Background: an optimization exercise with open tools, aiming at small area, a short achievable clock period and few clock cycles per item. Do not read the settings as production practice. The RTL was checked by simulation tests, not by an equivalence proof against the original design. Power and IR drop assume default switching activity.

[flow/config.mk]
export PLATFORM = sky130hd
export DESIGN_NAME = phold_core
export DESIGN_NICKNAME = phold_core
export VERILOG_FILES = /design/flow/design.v
export SDC_FILE = /design/flow/constraint.sdc
export NUM_CORES = 4
export LEC_CHECK = 0
export CAP_MARGIN = 20
export CORE_MARGIN = 2
export CORE_UTILIZATION = 40
export SLEW_MARGIN = 20
[flow/constraint.sdc]
create_clock -name core_clock -period 6.0 [get_ports {clk}]
set_input_delay 1.2000 -clock core_clock [delete_from_list [all_inputs] [get_ports {clk}]]
set_output_delay 1.2000 -clock core_clock [all_outputs]
set_load 0.01 [all_outputs]
[flow/design.v]
package phold_pkg;
   localparam int time_w  = 16;        
   localparam int lp_id_w = 3;
   localparam int lp_num  = 1 << lp_id_w;
   localparam int msg_w   = 32;        
   localparam int rnd_w   = 8;
   localparam int min_gap = 10;        
   localparam int msg_time_lsb = 0;
   localparam int msg_lp_lsb   = 16;
   localparam int msg_type_bit = 19;
   typedef enum logic {
      ev_regular = 1'b0,
      ev_cancel  = 1'b1
   } event_type_e;
endpackage
package history_pkg;
   localparam int hist_depth = 16;     
   localparam int hist_idx_w = 4;
   localparam int hist_cnt_w = 5;      
   localparam int hist_offset_lsb = 20;
   localparam int hist_offset_w   = 8;
   localparam int hist_target_lsb = 28;
   typedef enum logic [1:0] {
      fv_keep,
      fv_expired,
      fv_annihilate,
      fv_rollback
   } filter_verdict_e;
endpackage
`timescale 1ns/1ps
module phold_core (
   input  logic        clk,
   input  logic        rst_n,
   input  logic        in_req,
   input  logic [31:0] in_msg,
   input  logic [15:0] in_gvt,
   input  logic [7:0]  in_rnd,
   output logic        in_ack,
   output logic        out_req,
   output logic [31:0] out_msg,
   input  logic        out_ack,
   output logic        busy
);
   localparam int QD = 2;           
   localparam int QW = 2;           
   logic [23:0] mem   [0:127];
   logic [3:0]  hd    [0:7];
   logic [4:0]  cnt   [0:7];
   logic [15:0] headT [0:7];
   logic [15:0] tailT [0:7];
   logic        buf_v;
   logic [2:0]  buf_lp;
   logic [15:0] buf_t;
   logic        buf_y;
   logic [15:0] buf_g;
   logic [7:0]  buf_r;
   logic        take;                
   always_ff @(posedge clk or negedge rst_n) begin
      if (!rst_n) begin
         in_ack <= 1'b0;
         buf_v  <= 1'b0;
      end else begin
         if (in_ack) begin
            if (!in_req) in_ack <= 1'b0;
         end else if (in_req && (!buf_v || take)) begin
            in_ack <= 1'b1;
         end
         if (!in_ack && in_req && (!buf_v || take)) buf_v <= 1'b1;
         else if (take)                             buf_v <= 1'b0;
      end
   end
   always_ff @(posedge clk) begin
      if (!in_ack && in_req && (!buf_v || take)) begin
         buf_lp <= in_msg[18:16];
         buf_t  <= in_msg[15:0];
         buf_y  <= in_msg[19];
         buf_g  <= in_gvt;
         buf_r  <= in_rnd;
      end
   end
   logic [28:0] q      [0:QD-1];
   logic [QW-1:0] q_cnt;
   logic        push;
   logic [28:0] push_item;
   logic        pop;
   logic        phase;
   logic        push_ok;
   assign push_ok = (q_cnt != QD[QW-1:0]) || pop;
   always_ff @(posedge clk or negedge rst_n) begin
      if (!rst_n) begin
         q_cnt <= '0;
      end else begin
         q_cnt <= q_cnt + (push ? 1'b1 : 1'b0) - (pop ? 1'b1 : 1'b0);
      end
   end
   always_ff @(posedge clk) begin
      for (int i = 0; i < QD; i++) begin
         if (pop) begin
            if (push && (q_cnt - 1'b1) == i[QW-1:0]) q[i] <= push_item;
            else if (i < QD-1)                                 q[i] <= q[i+1];
         end else if (push && q_cnt == i[QW-1:0]) begin
            q[i] <= push_item;
         end
      end
   end
   logic        out_done;
   logic [15:0] child_time;
   logic [19:0] next_msg;
   logic [28:0] qh;
   logic [1:0]  qh_kind;
   logic [2:0]  qh_lp;
   logic [23:0] qh_ent;
   assign qh         = q[0];
   assign qh_kind    = qh[28:27];
   assign qh_lp      = qh[26:24];
   assign qh_ent     = qh[23:0];
   assign out_done   = !out_req && !out_ack;
   assign child_time = qh_ent[15:0] + {11'd0, qh_ent[20:16]} + 16'd10;
   always_comb begin
      case (qh_kind)
         2'd0:    next_msg = {1'b0, qh_ent[23:21], child_time};
         2'd1:    next_msg = {1'b1, 3'b000, 16'h0000};
         default: next_msg = phase ? {1'b0, qh_lp, qh_ent[15:0]}
                                   : {1'b1, qh_ent[23:21], child_time};
      endcase
   end
   assign pop = out_done && (q_cnt != '0) && !(qh_kind == 2'd3 && !phase);
   always_ff @(posedge clk or negedge rst_n) begin
      if (!rst_n) begin
         out_req <= 1'b0;
         out_msg <= '0;
         phase   <= 1'b0;
      end else begin
         if (out_req && out_ack) begin
            out_req <= 1'b0;
         end else if (out_done && q_cnt != '0) begin
            out_req <= 1'b1;
            out_msg <= {12'h000, next_msg};
            phase   <= (qh_kind == 2'd3) && !phase;
         end
      end
   end
   typedef enum logic [3:0] {
      S_IDLE, S_PROC, S_EXP, S_CSCAN, S_REFRESH, S_DEL,
      S_RBWAIT, S_RBSCAN, S_RBOW, S_RBOUT
   } state_e;
   state_e      state;
   logic [2:0]  p;
   logic [15:0] t, g;
   logic        y;
   logic [7:0]  r;
   logic [4:0]  n;
   logic [3:0]  h;
   logic [15:0] HT, TT, prevT;
   logic        f_empty, f_allexp, f_hexp, f_rb, f_out;
   logic [3:0]  rp;                  
   logic [23:0] rdata;
   logic        rd_en;
   logic [3:0]  bnd;                 
   logic [3:0]  j;                   
   state_e      state_nx;
   logic [4:0]  n_nx;
   logic [3:0]  h_nx;
   logic [15:0] HT_nx, TT_nx, prevT_nx;
   logic [3:0]  rp_nx, bnd_nx, j_nx;
   logic        f_hexp_nx, f_rb_nx;
   logic        commit;
   logic        we;
   logic [3:0]  wa;
   logic [23:0] wd;
   logic [23:0] newent;
   assign newent = {r[7:5], r[4:0], t};
   logic [15:0] rtime;
   assign rtime = rdata[15:0];
   logic r_exp, r_lt, r_eq, r_gt;
   assign r_exp = rtime < g;
   assign r_lt  = rtime < t;
   assign r_eq  = rtime == t;
   assign r_gt  = rtime > t;
   logic [3:0]  l_h;
   logic [4:0]  l_n;
   logic [15:0] l_HT, l_TT;
   logic        l_hexp, l_allexp, l_rb, l_out;
   assign l_h      = hd[buf_lp];
   assign l_n      = cnt[buf_lp];
   assign l_HT     = headT[buf_lp];
   assign l_TT     = tailT[buf_lp];
   assign l_hexp   = l_HT < buf_g;
   assign l_allexp = l_TT < buf_g;
   assign l_rb     = l_TT > buf_t;
   assign l_out    = (buf_t > l_TT) || (buf_t < l_HT) || (buf_t < buf_g);
   assign take = (state == S_IDLE) && buf_v;
   always_comb begin
      state_nx  = state;
      n_nx      = n;
      h_nx      = h;
      HT_nx     = HT;
      TT_nx     = TT;
      prevT_nx  = prevT;
      rp_nx     = rp;
      bnd_nx    = bnd;
      j_nx      = j;
      f_hexp_nx = f_hexp;
      f_rb_nx   = f_rb;
      commit    = 1'b0;
      we        = 1'b0;
      wa        = h + n[3:0];
      wd        = newent;
      push      = 1'b0;
      push_item = {2'd0, p, newent};
      rd_en     = 1'b1;
      case (state)
         S_IDLE: ;
         S_PROC: begin
            if (!y) begin
               if (f_empty || f_allexp) begin
                  if (push_ok) begin
                     push     = 1'b1;
                     we       = 1'b1;
                     wa       = h;
                     n_nx     = 5'd1;
                     HT_nx    = t;
                     TT_nx    = t;
                     commit   = 1'b1;
                     state_nx = S_IDLE;
                  end
               end else if (f_hexp) begin
                  h_nx     = h + 1'b1;
                  n_nx     = n - 1'b1;
                  rp_nx    = rp + 1'b1;
                  state_nx = S_EXP;
               end else if (f_rb) begin
                  if (push_ok) begin
                     push     = 1'b1;
                     bnd_nx   = n[3:0] - 1'b1;
                     rp_nx    = rp - 1'b1;
                     state_nx = S_RBSCAN;
                  end
               end else begin
                  if (push_ok) begin
                     push   = 1'b1;
                     if (n != 5'd16) begin
                        we    = 1'b1;
                        n_nx  = n + 1'b1;
                        TT_nx = t;
                     end
                     commit   = 1'b1;
                     state_nx = S_IDLE;
                  end
               end
            end else begin
               push_item[28:27] = 2'd1;
               if (f_empty || f_allexp) begin
                  if (push_ok) begin
                     push     = 1'b1;
                     n_nx     = '0;
                     commit   = 1'b1;
                     state_nx = S_IDLE;
                  end
               end else if (f_hexp) begin
                  j_nx     = '0;
                  rp_nx    = rp + 1'b1;
                  state_nx = S_CSCAN;
               end else if (f_out) begin
                  if (push_ok) begin
                     push     = 1'b1;
                     commit   = 1'b1;
                     state_nx = S_IDLE;
                  end
               end else begin
                  j_nx     = '0;
                  rp_nx    = rp + 1'b1;
                  state_nx = S_CSCAN;
               end
            end
         end
         S_EXP: begin
            if (r_exp) begin
               h_nx  = h + 1'b1;
               n_nx  = n - 1'b1;
               rp_nx = rp + 1'b1;
            end else begin
               HT_nx = rtime;
               if (f_rb) begin
                  if (push_ok) begin
                     push     = 1'b1;
                     bnd_nx   = n[3:0] - 1'b1;
                     rp_nx    = h + n[3:0] - 2'd2;
                     state_nx = S_RBWAIT;
                  end
               end else begin
                  if (push_ok) begin
                     push     = 1'b1;
                     we       = 1'b1;      
                     n_nx     = n + 1'b1;
                     TT_nx    = t;
                     commit   = 1'b1;
                     state_nx = S_IDLE;
                  end
               end
               if (!push_ok) rd_en = 1'b0;
            end
         end
         S_CSCAN: begin
            push_item[28:27] = 2'd1;
            if (r_exp) begin
               h_nx  = h + 1'b1;
               n_nx  = n - 1'b1;
               rp_nx = rp + 1'b1;
            end else begin
               if (j == 4'd0) HT_nx = rtime;
               if (!(r_lt && !f_out) && !push_ok) rd_en = 1'b0;
               if (r_lt && !f_out) begin
                  prevT_nx = rtime;
                  j_nx     = j + 1'b1;
                  rp_nx    = rp + 1'b1;
               end else if (r_eq && !f_out) begin
                  if (push_ok) begin
                     push           = 1'b1;
                     push_item[28:27] = 2'd2;
                     push_item[23:0] = rdata;
                     if (j == 4'd0) begin
                        h_nx  = h + 1'b1;
                        n_nx  = n - 1'b1;
                        if (n == 5'd1) begin
                           commit   = 1'b1;
                           state_nx = S_IDLE;
                        end else begin
                           state_nx = S_REFRESH;    
                        end
                     end else if ({1'b0, j} == n - 1'b1) begin
                        n_nx     = n - 1'b1;
                        TT_nx    = prevT;
                        commit   = 1'b1;
                        state_nx = S_IDLE;
                     end else begin
                        j_nx     = j + 1'b1;
                        rp_nx    = rp + 1'b1;
                        state_nx = S_DEL;
                     end
                  end
               end else begin
                  if (push_ok) begin
                     push     = 1'b1;
                     commit   = 1'b1;
                     state_nx = S_IDLE;
                  end
               end
            end
         end
         S_REFRESH: begin
            HT_nx    = rtime;
            commit   = 1'b1;
            state_nx = S_IDLE;
         end
         S_DEL: begin
            we    = 1'b1;
            wa    = h + j - 1'b1;
            wd    = rdata;
            j_nx  = j + 1'b1;
            rp_nx = rp + 1'b1;
            if ({1'b0, j} == n - 1'b1) begin
               n_nx     = n - 1'b1;
               commit   = 1'b1;
               state_nx = S_IDLE;
            end
         end
         S_RBWAIT: begin
            rp_nx    = rp - 1'b1;
            state_nx = S_RBSCAN;
         end
         S_RBSCAN: begin
            if (bnd != 4'd0 && r_gt && !r_exp) begin
               bnd_nx = bnd - 1'b1;
               rp_nx  = rp - 1'b1;
            end else begin
               if (bnd != 4'd0) TT_nx = rtime;
               rp_nx    = h + bnd;
               state_nx = S_RBOW;
            end
         end
         S_RBOW: begin
            rp_nx    = rp + 1'b1;
            j_nx     = bnd;
            state_nx = S_RBOUT;
         end
         S_RBOUT: begin
            rd_en          = push_ok;
            push_item[28:27] = 2'd3;
            push_item[23:0] = rdata;
            if (push_ok) begin
               push  = 1'b1;
               rp_nx = rp + 1'b1;
               j_nx  = j + 1'b1;
               if ({1'b0, j} == n - 1'b1) begin
                  we       = 1'b1;
                  wa       = h + bnd;
                  n_nx     = {1'b0, bnd} + 1'b1;
                  TT_nx    = t;
                  if (bnd == 4'd0) HT_nx = t;
                  commit   = 1'b1;
                  state_nx = S_IDLE;
               end
            end
         end
         default: state_nx = S_IDLE;
      endcase
   end
   always_ff @(posedge clk or negedge rst_n) begin
      if (!rst_n) begin
         state <= S_IDLE;
         for (int i = 0; i < 8; i++) begin
            cnt[i] <= '0;
            hd[i]  <= '0;
         end
      end else begin
         state <= take ? S_PROC : state_nx;
         if (commit) begin
            cnt[p] <= n_nx;
            hd[p]  <= h_nx;
         end
      end
   end
   always_ff @(posedge clk) begin
      if (commit) begin
         headT[p] <= HT_nx;
         tailT[p] <= TT_nx;
      end
      if (we) mem[{p, wa}] <= wd;
      if (rd_en) rdata <= mem[{p, rp}];
      if (take) begin
         p        <= buf_lp;
         t        <= buf_t;
         y        <= buf_y;
         g        <= buf_g;
         r        <= buf_r;
         n        <= l_n;
         h        <= l_h;
         HT       <= l_HT;
         TT       <= l_TT;
         f_empty  <= (l_n == 5'd0);
         f_allexp <= l_allexp;
         f_hexp   <= l_hexp;
         f_rb     <= l_rb;
         f_out    <= l_out;
         j        <= '0;
         if (buf_y)       rp <= l_h;
         else if (l_hexp) rp <= l_h + 1'b1;
         else             rp <= l_h + l_n[3:0] - 2'd2;
      end else begin
         n     <= n_nx;
         h     <= h_nx;
         HT    <= HT_nx;
         TT    <= TT_nx;
         prevT <= prevT_nx;
         rp    <= rp_nx;
         bnd   <= bnd_nx;
         j     <= j_nx;
      end
   end
   assign busy = in_ack || out_req || buf_v || (state != S_IDLE) || (q_cnt != '0);
endmodule
[flow/run.sh]
#!/bin/bash
# synth_recipe.tcl (not shown) runs the flow's synth.tcl, then flattens the netlist and writes it again
# the make line also repeats each setting of config.mk as NAME=value (left out here)
make -C /OpenROAD-flow-scripts/flow DESIGN_CONFIG=/design/flow/config.mk WORK_HOME=/design/flow/orfs CLKGATE_MAP_FILE= SYNTH_SCRIPT=/design/flow/synth_recipe.tcl finish
==> results.json <==
{
  "status": "no timing/DRC/antenna violations",
  "final.setup.worst_slack_ns": 0.962,
  "nNetsFinal": 7904,
  "instances_no_fill": 12800,
  "period_share_pct": 84.0,
  "synth.largest_area_cell": "edfxtp_1",
  "drt.antenna.violating_nets": 0,
  "route.detailed.drc": 0,
  "cts_buffers": 375,
  "maxCapViolations": 0,
  "place_ws_ns": 0.424,
  "pwr-share-clk_pct": 27.4,
  "cts.htree.levels": 5,
  "vdd_drop_max_uv": 542,
  "p_switching_mw": 29.2,
  "dr.pass1.iters": 8,
  "synth_edf_count": 3527,
  "swShare_pct": 33.7,
  "drive_above_1_share_pct": 28.0,
  "vias": 74400,
  "rows": 222,
  "worstMarginPinSlew_ns": 1.23,
  "coreArea_um2": 366000,
  "synth_area_leaders": "edfxtp_1 72%, mux4_2 14%, dfrtp_1 1.7%",
  "die-area_um2": 373000,
  "hp-class": "in2async",
  "wl_um": 389000,
  "clock_sinks": 3677,
  "cp_max_fo": 15,
  "clk_pin_slew_ns": 0.06,
  "fin_util_pct": 46.4,
  "rsz0062_at_grt": "no",
  "seq_power_share_pct": 39.0,
  "syn_area_per_cell_um2": 20.3,
  "required_ns": 6.60,
  "seq_area_frac_synth_pct": 74.3,
  "antenna_found_initial": 31,
  "comb_power_share_pct": 33.6,
  "avgRoutedWirePerCell_um": 30.3,
  "io_buffers": 70,
  "io_pins": 95,
  "initialDrtViolationCount": 9210,
  "ys_ff_latch": 3677,
  "postCtsSetupRepairBufs": 0,
  "detailed_place_hpwl_um": 234000,
  "dp_cells": 12100,
  "cts_resized": 0,
  "cts.path.max_buffers": 4,
  "synth.top_cell.area_share_pct": 71.9,
  "via_per_inst": 5.80,
  "grt_use_total_pct": 20.6,
  "area_growth_pct": 15.2,
  "powerDensity_nw_per_um2": 510,
  "die_width_um": 611,
  "clock_skew_ns": 0.0656,
  "critPathArrivalTime_ns": 5.64,
  "fmax_mhz": 199,
  "die_h_um": 611,
  "start_kind": "flip-flop",
  "synth_area_um2": 147000,
  "slew_violations": 0,
  "start_util_pct": 40.2,
  "overflow": 0,
  "async_flop_share_pct": 2.77,
  "grt_pass1_wl_um": 554000,
  "syn_inst": 7242,
  "place.gp.congestion": 0.891,
  "hold_violations": 0,
  "clk_latency_ns": 0.96,
  "clockRootBuffer": "clkbuf_16",
  "cts_hold_buffers": 0,
  "yosysWarnings": 4,
  "p_leak_nw": 54.7,
  "slew-limit-headroom_pct": 17.3,
  "first_global_vias": 75900,
  "p_int_mw": 57.4,
  "cts_tree": "yes",
  "endpoint_kind": "flip-flop",
  "synth-main-ff-cell": "edfxtp_1",
  "setup_viol": 0,
  "grt_max_degree": 129,
  "finalCriticalPeriod_ns": 5.04,
  "synthDistinctLibCells": 91,
  "setup.worst_path.class": "reg2reg"
}
cells in the mapped netlist, types with 16 or more instances:
cell       number
inv_1         162
a222oi_1       18
dfrtp_1       102
nand3_1        39
mux4_2        919
nand2_1       222
nand4_1        20
buf_1          63
a31oi_1        19
ha_1          148
xor2_1         20
o22ai_1        50
mux2_2        158
mux2i_1       214
clkbuf_1      210
or2_2          16
nor3_1         78
edfxtp_1     3527
nor2_1        257
a21oi_1       180
dfxtp_1        48
buf_4          40
xnor2_1        31
o21ai_0       179
a211oi_1       32
o221ai_1       50
a21o_1         28
nor2b_1        25
a2111oi_0      23
buf_2          83
a22oi_1        33
worst max-delay path, stage by stage, from the launching register on:
cell,delay [ns]
edfxtp_1,0.66
ha_1,0.45
nand3_1,0.14
or4_1,0.69
a21oi_1,0.30
nor3_2,0.17
a2111oi_0,0.61
a211o_1,0.43
nand2_1,0.43
clkinv_1,0.39
buf_4,0.36
worst paths after layout:
| path | endpoint | start | slack, ns | cells after the start |
|---|---|---|---|---|
| max | tailT[0][6] | rdata[12] | 0.96 | 10 |
| min | cnt[0][2] | rst_n | 0.34 | 1 |
| max reg2reg | tailT[0][6] | rdata[12] | 0.96 | 10 |
| min reg2reg | r[4] | buf_r[4] | 0.40 | 0 |
| max in group asynchronous | out_msg[9] | rst_n | 4.45 | 2 |
| min in group core_clock | r[4] | buf_r[4] | 0.40 | 0 |
final cells by class:
type | count | area (um^2)
well taps | 4816 | 6030
multi-input cells | 3012 | 36600
inverters | 165 | 622
clock inverters | 229 | 2580
fillers | 30200 | 196000
clock buffers | 462 | 9950
flip-flops and latches | 3677 | 109000
diodes | 8 | 20.0
repair buffers | 460 | 4530
layout by cell type, fill, tap and decap left out, drive strengths merged, types with 18 or more instances in the layout:
cell,netlist,final
a31oi,20,20
edfxtp,3527,3527
mux4,919,919
mux2,178,178
dfrtp,102,102
clkbuf,211,462
dfxtp,48,48
clkdlybuf4s50,0,69
nor2,260,260
mux2i,214,214
xnor2,31,31
nand2,222,222
clkinvlp,0,20
bufinv,0,46
xor2,20,20
a21oi,180,180
a211oi,33,33
o22ai,50,50
nand3,39,39
a22oi,33,33
buf,188,391
inv,164,168
o21ai,192,192
a2111oi,23,23
nor3,80,80
nor2b,25,25
ha,148,148
a222oi,18,18
nand4,21,21
a21o,28,28
o221ai,50,50
clkinv,1,160
metrics by stage:
stage	area [um^2]	hold WS [ns]	TNS, ns	power, mW
4_1_cts	170000	0.311	0	86.9
6_report	170000	0.345	0	86.5
2_1_floorplan	147000	0.400	-3036.29	51.9
3_5_place_dp	157000	0.411	0	63.3
5_1_grt	170000	0.368	0	89.7
3_3_place_gp	157000	0.405	0	62.6
layer usage:
| metal | GRT usage, % | vias to the layer above | share of wire (%) |
|---|---|---|---|
| li1 | - | 31000 | - |
| met3 | 3.43 | 545 | 7.7 |
| met4 | 6.18 | 2 | 3.2 |
| met5 | 0 | - | 0.0031 |
| met2 | 33.4 | 2927 | 48 |
| met1 | 28.7 | 40000 | 41 |
power by group through the flow:
stage	clock network [mW]	registers, mW	logic [mW]
6_report	23.7	33.7	29.1
5_1_grt	25.1	33.8	30.8
4_1_cts	24.1	33.7	29.1
3_5_place_dp	0	34.2	29.0
3_3_place_gp	0	34.2	28.3
2_1_floorplan	0	34.3	17.5
sequential cells by signal, indices dropped and copies added, names as in the netlist, 4 cells and up, named ones only:
signal / count
mem: 3072
headT: 128
tailT: 128
q: 58
cnt: 40
hd: 32
rdata: 24
out_msg: 20
HT: 16
TT: 16
buf_g: 16
buf_t: 16
g: 16
prevT: 16
t: 16
buf_r: 8
r: 8
n: 5
bnd: 4
h: 4
j: 4
rp: 4
state: 4
kinds of logic after synthesis:
logic type / share of synthesized area [%]
and+or+nand+nor: 2.30
adders and majority gates: 1.32
muxes: 16.9
buffers and inverters: 1.62
xor gates and xnor gates: 0.303
other: 0.00254
AOI/OAI and AO/OA: 3.30
DFF: 74.3
Testbench counts, summed over its fixed seeds: cycles 10,598, events 2,560.

## re-timing with driven ports
How much do the figures lean on ideal ports? The routed layout below was timed once more, with nothing changed but the port constraints. Step 1, drivers: a clkbuf_16 drives clk and a buf_2 each remaining input, both assumed. Step 2 times the ports against the registers' clock, not the clock port: input delays grow and output delays shrink by t, the midpoint of the rising clock arrivals with the driver on. a / b / c = ideal ports / drivers / drivers and shift; a / b = the first two.
t (ns): 1.034
slack for setup (ns): 0.962 / 0.962 / 0.336
worst hold slack (ns): 0.345 / 0.272 / 0.399
slew at the worst register clock pin (ns): 0.07 / 0.07
cell pins on the clock port's net: 1
After both steps this run still meets setup and hold. The setup slack of this run moves by 0.000 ns with the drivers and by -0.626 ns with both steps.
